This design comes from an exercise in tuning for small area on the open sky130 flow, not from production work.
Where RTL was checked, it was by simulation tests only, not by an equivalence proof against the original.

Setup of TR:
## pill_box_top
module pill_box_top #(
	parameter int TICKS_PER_SEC = 32_768,
	parameter int TONE_DIV      = 8
) (
	input  logic                               clk,
	input  logic                               rst_n,
	input  pill_box_pkg::key_code_t            keyvalue,
	output logic [23:0]                        time_din,
	output logic [27:0]                        pill_box_din,
	output logic                               beep,
	output logic [pill_box_pkg::NUM_BOXES-1:0] alarm_box,
	output pill_box_pkg::menu_mode_t           mode_out,
	output pill_box_pkg::slot_idx_t            index_out
);
	localparam int NSLOT = 9;
	localparam int TW    = $clog2(TONE_DIV) + 1;
	function automatic logic [5:0] step6(logic [5:0] v, logic [5:0] max_v, logic up);
		if (up) step6 = (v == max_v) ? 6'd0 : v + 6'd1;
		else    step6 = (v == 6'd0) ? max_v : v - 6'd1;
	endfunction
	function automatic logic [7:0] bcd60(logic [5:0] v);
		bcd60 = {4'(v / 6'd10), 4'(v % 6'd10)};
	endfunction
	function automatic logic [2:0] kenc(logic [4:0] kv);
		if (!kv[4] && kv[3:0] < 4'd6) kenc = kv[2:0] + 3'd1;
		else                          kenc = 3'd0;
	endfunction
	function automatic logic [3:0] sub9(logic [3:0] a, logic [3:0] b);
		logic [4:0] d;
		d = {1'b0, a} - {1'b0, b};
		sub9 = d[4] ? 4'(d + 5'd9) : d[3:0];
	endfunction
	logic [2:0] k1, k2, k3;
	logic       k_new;   
	logic [5:0] evt;
	always_ff @(posedge clk or negedge rst_n) begin
		if (!rst_n) begin
			k1 <= '0;
			k2 <= '0;
			k3 <= '0;
		end else begin
			k1 <= kenc(keyvalue);
			k2 <= k1;
			k3 <= k2;
		end
	end
	always_ff @(posedge clk) k_new <= (k2 != k3);
	always_comb begin
		for (int k = 0; k < 6; k++) evt[k] = (k3 == 3'(k + 1)) && k_new;
	end
	wire ev_field = evt[pill_box_pkg::KEY_FIELD];
	wire ev_up    = evt[pill_box_pkg::KEY_UP];
	wire ev_down  = evt[pill_box_pkg::KEY_DOWN];
	wire ev_mode  = evt[pill_box_pkg::KEY_MODE];
	wire ev_slot  = evt[pill_box_pkg::KEY_SLOT];
	wire ev_ack   = evt[pill_box_pkg::KEY_ACK];
	logic [1:0] mode;
	logic [2:0] field;
	logic [1:0] slot;
	logic [2:0] field_next;
	logic       editing;
	logic       nav_ok;
	logic       adj_up, adj_dn;
	logic       mode_time;
	assign editing   = (field != 3'd0);
  ...
Size: roughly 67 I/O pins, roughly 11000 sq um of cells after synthesis.
Settings: LEC_CHECK=0, CAP_MARGIN=20, CORE_MARGIN=2, CORE_UTILIZATION=40, SLEW_MARGIN=20; clock period 10.0 ns.
standard.sh (not shown) runs the stock make flow with config.mk's settings and CLKGATE_MAP_FILE= SYNTH_SCRIPT=/design/flow/synth_recipe.tcl, a recipe that flattens the netlist after the stock synthesis.
==> flow/flow/run.sh <==
#!/bin/bash
# Own layout flow: the standard ORFS flow (standard.sh) with these changes:
#  - synthesis is the standard flow's script (synth_recipe.tcl, ORFS synth.tcl) except that
#    ABC maps the logic with an area-oriented script, flow/abc_area.script;
#    registers are mapped before ABC and are left as the standard synthesis
#    makes them;
#  - adders are left to ABC as plain logic (ADDER_MAP_FILE empty) instead of
#    being mapped to half/full adder cells first;
#  - input and output ports are buffered with buf_1;
#  - clock tree clusters (no dummy loads), repair margins and utilization
#    are set below.
# Each tool's output goes to a log file in this folder.
set -euo pipefail
W=$(pwd)
F=$FLOW_HOME
cp "$W/flow/abc_area.script" "$W/abc_area.script"
sed "s#^source \$::env(SCRIPTS_DIR)/synth_preamble.tcl#source \$::env(SCRIPTS_DIR)/synth_preamble.tcl\nset abc_args [lreplace \$abc_args 1 1 $W/abc_area.script]#" \
	"$F/scripts/synth.tcl" > "$W/synth_area.tcl"
grep -q "abc_area.script" "$W/synth_area.tcl"
sed "s#source \$::env(SCRIPTS_DIR)/synth.tcl#source $W/synth_area.tcl#" "$W/synth_recipe.tcl" > "$W/synth_recipe_area.tcl"
grep -q "synth_area.tcl" "$W/synth_recipe_area.tcl"
make -C "$F" DESIGN_CONFIG="$FLOW_CONFIG" WORK_HOME="$W/orfs" CLKGATE_MAP_FILE= \
	SYNTH_SCRIPT="$W/synth_recipe_area.tcl" ADDER_MAP_FILE= \
	CAP_MARGIN=0 CORE_MARGIN=2 CORE_UTILIZATION=55 SLEW_MARGIN=0 \
	"CTS_ARGS=-sink_clustering_enable -repair_clock_nets -sink_clustering_size 30 -sink_clustering_max_diameter 80 -dont_use_dummy_load" \
	"BUFFER_PORTS_ARGS=-buffer_cell sky130_fd_sc_hd__buf_1" \
	finish > "$W/make.log" 2>&1
: # left out here: write the final layout as DEF
==> flow/flow/abc_area.script <==
strash
ifraig
dc2
dc2
dch -f
amap -F 2 -A 6
topo
Edits applied to the flow inputs when going from TR to JK:
--- a/flow/design.v
+++ b/flow/design.v
@@ -295,32 +295,32 @@
 			for (int i = 0; i < NSLOT; i++) begin
 				if (pend && !mode_time && field == 3'd4 && selv[i]) s_en[i] <= !v_on;
 			end
 		end
 	end
 	logic [2:0]       alarm_q;
 	logic [NSLOT-1:0] hit;
 	logic [NSLOT-1:0] m_hit;
 	logic             head_eq;
-	logic             live_eq;
+	logic             buf_eq;
 	assign head_eq = (ring[0] == t_time);
-	assign live_eq = (view == t_time);
+	assign buf_eq  = (buf_time == t_time);
 	always_ff @(posedge clk) begin
 		for (int i = 0; i < NSLOT; i++) begin
-			if (selv[i])
-				m_hit[i] <= live_eq;
-			else if (rot == 4'(i) && !(buf_dirty && buf_tag == 4'(i)))
+			if (buf_dirty && buf_tag == 4'(i))
+				m_hit[i] <= buf_eq;
+			else if (rot == 4'(i))
 				m_hit[i] <= head_eq;
 		end
 	end
 	always_comb begin
 		for (int i = 0; i < NSLOT; i++) begin
-			hit[i] = s_en[i] && (selv[i] ? (live_eq && !editing) : m_hit[i]);
+			hit[i] = s_en[i] && m_hit[i] && !(editing && selv[i]);
 		end
 	end
 	always_ff @(posedge clk or negedge rst_n) begin
 		if (!rst_n) begin
 			alarm_q <= '0;
 		end else if (ev_ack) begin
 			alarm_q <= '0;
 		end else if (new_second) begin
 			for (int b = 0; b < 3; b++) begin
[summary]
Going from TR to JK, sequential cell area held steady, global-route usage now larger, maximum clock rate up about 1.3%, area of the core essentially unchanged, count of unresolved DRC violations after routing held steady. Against TR, JK comes in 0.25 points higher on sequential share of layout area. JK vs TR, leading cell type in the layout, fill and taps excluded: clkinv_1 vs dfxtp_1. JK vs. TR: total clock buffers created by CTS lost 1; count of multi-input gates higher.
Only the layout flow was run in JK; the RTL was not checked for function there.

## static timing again, ports no longer ideal
Ports are ideal in the flow. The routed layouts listed here were re-timed in OpenROAD.
Step 1 assumes that a clkbuf_16 drives the clock port and a buf_2 every other input.
Step 2 adds t to the input delays and takes it off the output delays; t is the mean of the earliest and latest rising clock arrival at the registers after step 1. Input paths then give back, and output paths get back, about the clock's delay inside the block.
Three values: no drivers, after step 1, after step 2; two values: the first two.
| run | shift t [ns] | slack for setup (ns) | latest minus earliest clock arrival (ns) | worst data-port slew with drivers (ns) | pins driven straight from the clock port |
|---|---|---|---|---|---|
| TR | 0.520 | 0.679 / 0.629 / 1.148 | 0.065 / 0.065 | 0.03 | 1 |
| JK | 0.524 | 0.797 / 0.749 / 1.273 | 0.066 / 0.065 | 0.03 | 1 |
After both steps every run listed still meets setup and hold.
